What follows belongs to an exercise in optimizing a design on an open flow for small area; a production flow would make more cautious choices. RTL that was checked went through simulation tests only; none was proved equivalent to the original. Power and IR drop assume default switching activity.

## the reference run
==> flow/design.v (excerpt) <==
module gauge_command_stepper_display (
  input  logic                             clk,
  input  logic                             rst,
  input  logic                             in_valid,
  output logic                             in_ready,
  input  logic [1:0]                       in_func,
  input  logic [7:0]                       in_rx_byte,
  output logic                             out_valid,
  input  logic                             out_ready,
  output logic                             out_kind,
  output logic [7:0]                       out_value,
  output logic                             out_lcd_is_data,
  input  logic                             cfg_wen,
  input  logic [gcsd_pkg::CFG_INDEX_W-1:0] cfg_index,
  input  logic [gcsd_pkg::CFG_DATA_W-1:0]  cfg_data
);
  logic       in_acc, byte_en, tick, poll;
  logic       tgt_a_we, tgt_b_we, char_we;
  logic [7:0] operand_hi;
  logic [7:0] drive;
  logic       at_col0, row, busy, rd_done;
  logic [7:0] rd_data;
  logic       o_valid;
  logic       o_kind;
  logic       o_is_data;
  logic [7:0] o_value;
  logic       tick_wait;    
  assign in_ready = !o_valid && !busy && !tick_wait;
  assign in_acc   = in_valid && in_ready;
  assign byte_en  = in_acc && (in_func == 2'd0);
  assign tick     = in_acc && (in_func == 2'd1);
  assign poll     = in_acc && (in_func == 2'd2);
  gcsd_frame u_frame (
    .clk        (clk),
    .rst        (rst),
    .byte_en    (byte_en),
    .rx_byte    (in_rx_byte),
    .tgt_a_we   (tgt_a_we),
    .tgt_b_we   (tgt_b_we),
    .char_we    (char_we),
    .operand_hi (operand_hi)
  );
  gcsd_stepper u_stepper (
    .clk       (clk),
    .rst       (rst),
    .cfg_wen   (cfg_wen),
    .cfg_index (cfg_index),
    .cfg_data  (cfg_data),
    .tgt_a_we  (tgt_a_we),
    .tgt_b_we  (tgt_b_we),
    .tgt_word  ({operand_hi, in_rx_byte}),
    .tick      (tick),
    .drive     (drive)
  );
  gcsd_display u_display (
    .clk       (clk),
    .rst       (rst),
    .char_we   (char_we),
    .char_addr (operand_hi[4:0]),
    .char_data (in_rx_byte),
    .held_data (operand_hi),
    .poll      (poll),
    .at_col0   (at_col0),
    .row       (row),
    .busy      (busy),
    .rd_done   (rd_done),
    .rd_data   (rd_data)
  );
  ...
Size: ~420 flip-flops, about 76 I/O pins, roughly 0.013 sq mm of cells after synthesis.
export LEC_CHECK = 0
export CAP_MARGIN = 20
export CORE_MARGIN = 2
export CORE_UTILIZATION = 40
export CTS_BUF_LIST = sky130_fd_sc_hd__clkbuf_8
export CTS_CLUSTER_DIAMETER = 60
export CTS_CLUSTER_SIZE = 16
export SLEW_MARGIN = 20
create_clock -name core_clock -period 5.0 [get_ports {clk}]
standard.sh (not shown) runs the stock make flow with config.mk's settings and CLKGATE_MAP_FILE= SYNTH_SCRIPT=/design/flow/synth_recipe.tcl, a recipe that flattens the netlist after the stock synthesis.
==> flow/flow/run.sh <==
#!/bin/bash
# The standard layout with these changes:
#  - synthesis maps the logic with an area-oriented ABC script (flow/abc_area.script)
#    in place of ORFS's speed script, and leaves adders to ABC as plain logic
#    (ADDER_MAP_FILE empty); everything else in synthesis is unchanged;
#  - the port buffers are made from the smallest buffer cell.
# Each step's full output goes to its own log here: synth.log, layout.log.
set -euo pipefail
here=$PWD
rm -rf scripts_area
cp -r "$FLOW_HOME/scripts" scripts_area
cp flow/abc_area.script scripts_area/abc_speed.script
bash standard.sh "SCRIPTS_DIR=$here/scripts_area" "ADDER_MAP_FILE=" synth > synth.log 2>&1
bash standard.sh "BUFFER_PORTS_ARGS=-buffer_cell sky130_fd_sc_hd__buf_1" finish > layout.log 2>&1
==> flow/flow/abc_area.script <==
strash
balance; rewrite; refactor; balance; rewrite; rewrite -z; balance; refactor -z; rewrite -z; balance
dch -f
amap
topo
dnsize -c
The reference run completed every stage of the flow, and the final layout passed the timing, design-rule and antenna checks.
Relative to the reference run, the following input files were edited for the trial run:
--- a/flow/design.v
+++ b/flow/design.v
@@ -78,18 +78,18 @@
   logic        x_is_b;              
   logic [15:0] position_x, position_y;
   logic [15:0] target_x, target_y;
   logic [2:0]  phase_x, phase_y;
   logic [2:0]  phase_x_next, phase_y_next, phase_a_next, phase_b_next;
   logic        up_x, dn_x, up_y, dn_y;
   logic        inc_x, dec_x, inc_y, dec_y;    
   logic        we_x, we_y;
-  logic        load_x, load_y;
-  logic [15:0] tgt_word_r;
+  logic [15:0] target_to_y;                   
+  logic        up_kept, dn_kept;              
   function automatic logic [2:0] phase_step(input logic [2:0] ph, input logic up,
                                             input logic dn);
     logic [1:0] m3;
     m3 = ph[2:1];
     if (up)      m3 = (m3 == 2'd2) ? 2'd0 : m3 + 2'd1;
     else if (dn) m3 = (m3 == 2'd0) ? 2'd2 : m3 - 2'd1;
     phase_step = {m3, ph[0] ^ (up | dn)};
   endfunction
@@ -110,18 +110,19 @@
   function automatic logic [15:0] step(input logic [15:0] p, input logic up, input logic dn);
     logic c;
     c = up | dn;
     for (int i = 0; i < 16; i++) begin
       step[i] = p[i] ^ c;
       c = c & (p[i] ^ dn);
     end
   endfunction
-  assign {up_x, dn_x} = compare(position_x, target_x);
-  assign {up_y, dn_y} = compare(position_y, target_y);
+  assign {up_x, dn_x} = compare(position_x, target_to_y);
+  assign up_y = up_kept;
+  assign dn_y = dn_kept;
   assign phase_x_next = phase_step(phase_x, up_x, dn_x);
   assign phase_y_next = phase_step(phase_y, up_y, dn_y);
   assign phase_a_next = x_is_b ? phase_y_next : phase_x_next;
   assign phase_b_next = x_is_b ? phase_x_next : phase_y_next;
   logic [5:0] sel_a, sel_b;
   always_comb begin
     for (int k = 0; k < 6; k++) begin
       sel_a[k] = loaded_a && (phase_a_next == {2'(k % 3), 1'(k % 2)});
@@ -133,42 +134,44 @@
     end
   end
   always_ff @(posedge clk) begin
     if (cfg_wen && !cfg_index) table_a <= cfg_data;
     if (cfg_wen &&  cfg_index) table_b <= cfg_data;
   end
   assign we_x = x_is_b ? tgt_b_we : tgt_a_we;
   assign we_y = x_is_b ? tgt_a_we : tgt_b_we;
-  assign tgt_word_r = rst ? 16'd0 : tgt_word;
-  assign load_x     = we_y || rst;
-  assign load_y     = we_x || rst;
-  always_ff @(posedge clk) begin
-    target_x <= load_x ? tgt_word_r : target_y;
-    target_y <= load_y ? tgt_word_r : target_x;
-  end
+  assign target_to_y = we_x ? tgt_word : target_x;
   always_ff @(posedge clk) begin
     if (rst) begin
       loaded_a   <= 1'b0;
       loaded_b   <= 1'b0;
       x_is_b     <= 1'b0;
       position_x <= '0;
       position_y <= '0;
+      target_x   <= '0;
+      target_y   <= '0;
       phase_x    <= '0;
       phase_y    <= '0;
       inc_x      <= 1'b0;
       dec_x      <= 1'b0;
       inc_y      <= 1'b0;
       dec_y      <= 1'b0;
+      up_kept    <= 1'b0;
+      dn_kept    <= 1'b0;
     end else begin
       if (cfg_wen && !cfg_index) loaded_a <= 1'b1;
       if (cfg_wen &&  cfg_index) loaded_b <= 1'b1;
       x_is_b     <= !x_is_b;
       position_x <= position_y;
       position_y <= step(position_x, inc_x, dec_x);
+      target_x   <= we_y ? tgt_word : target_y;
+      target_y   <= target_to_y;
+      up_kept    <= up_x;
+      dn_kept    <= dn_x;
       if (tick) begin
         phase_x <= phase_y_next;
         phase_y <= phase_x_next;
         inc_x   <= up_y;
         dec_x   <= dn_y;
         inc_y   <= up_x;
         dec_y   <= dn_x;
       end else begin
@@ -276,18 +279,18 @@
   logic [7:0] operand_hi;
   logic [7:0] drive;
   logic       at_col0, row, busy, rd_done;
   logic [7:0] rd_data;
   logic       o_valid;
   logic       o_kind;
   logic       o_is_data;
   logic [7:0] o_value;
-  logic       tick_wait;    
-  assign in_ready = !o_valid && !busy && !tick_wait;
+  logic [1:0] tick_wait;    
+  assign in_ready = !o_valid && !busy && (tick_wait == 2'b00);
   assign in_acc   = in_valid && in_ready;
   assign byte_en  = in_acc && (in_func == 2'd0);
   assign tick     = in_acc && (in_func == 2'd1);
   assign poll     = in_acc && (in_func == 2'd2);
   gcsd_frame u_frame (
     .clk        (clk),
     .rst        (rst),
     .byte_en    (byte_en),
@@ -321,20 +324,20 @@
     .row       (row),
     .busy      (busy),
     .rd_done   (rd_done),
     .rd_data   (rd_data)
   );
   always_ff @(posedge clk) begin
     if (rst) begin
       o_valid   <= 1'b0;
-      tick_wait <= 1'b0;
+      tick_wait <= 2'b00;
     end else begin
-      tick_wait <= tick;
-      if (tick_wait || (poll && at_col0) || rd_done) begin
+      tick_wait <= {tick_wait[0], tick};
+      if (tick_wait[1] || (poll && at_col0) || rd_done) begin
         o_valid <= 1'b1;
       end else if (out_ready) begin
         o_valid <= 1'b0;
       end
     end
   end
   always_ff @(posedge clk) begin
     if (tick || poll) begin
Results
The trial run against the reference run: clock latency on the worst-skew pair has remained practically unchanged; leakage power went up; transition at the pin with the smallest max-transition slack rose 5.5 ps. Against the reference run, clock buffer count from CTS in the trial run rose by a few percent. Launch point of the worst path: u_stepper.position_x[14] -> the reference run, u_display.busy -> the trial run. Diff the reference run -> the trial run: power shows an increase of 4.5%; number of post-CTS setup repair buffers shows an increase of 31; die height shows a reduction of about 0.4%; met2 wirelength from detailed routing shows a reduction of about 0.55%. The flow for the trial run finished, though final verification flagged negative setup slack. Looking at the reports, the reference run completed the entire flow and the layout it produced met the timing, design-rule and antenna checks.
Only the layout flow was run in the trial run; the RTL was not checked for function there.

static timing again, ports no longer ideal:
The results above use ideal ports. As a check the final layouts listed here were re-extracted and re-timed, cells and wires unchanged.
Step 1 sets driving cells, clkbuf_16 on the clock port and buf_2 on the other inputs (assumed; they add their load-dependent delay and slew).
Step 2 also shifts input and output timing later by t, the mid clock arrival at the registers, as if the neighbouring blocks saw the same clock.
Three values: no drivers, after step 1, after step 2; two values: the first two.
run	shift t [ns]	setup WS [ns]	hold slack, ns	clock arrival spread, ns
the reference run	0.601	0.675 / 0.675 / 0.675	0.328 / 0.328 / 0.328	0.029 / 0.029
the trial run	0.601	-0.342 / -0.342 / -0.795	0.319 / 0.319 / 0.319	0.037 / 0.037
The setup slack of the trial run, which loses most, moves by 0.000 ns with the drivers and by -0.453 ns with both steps.
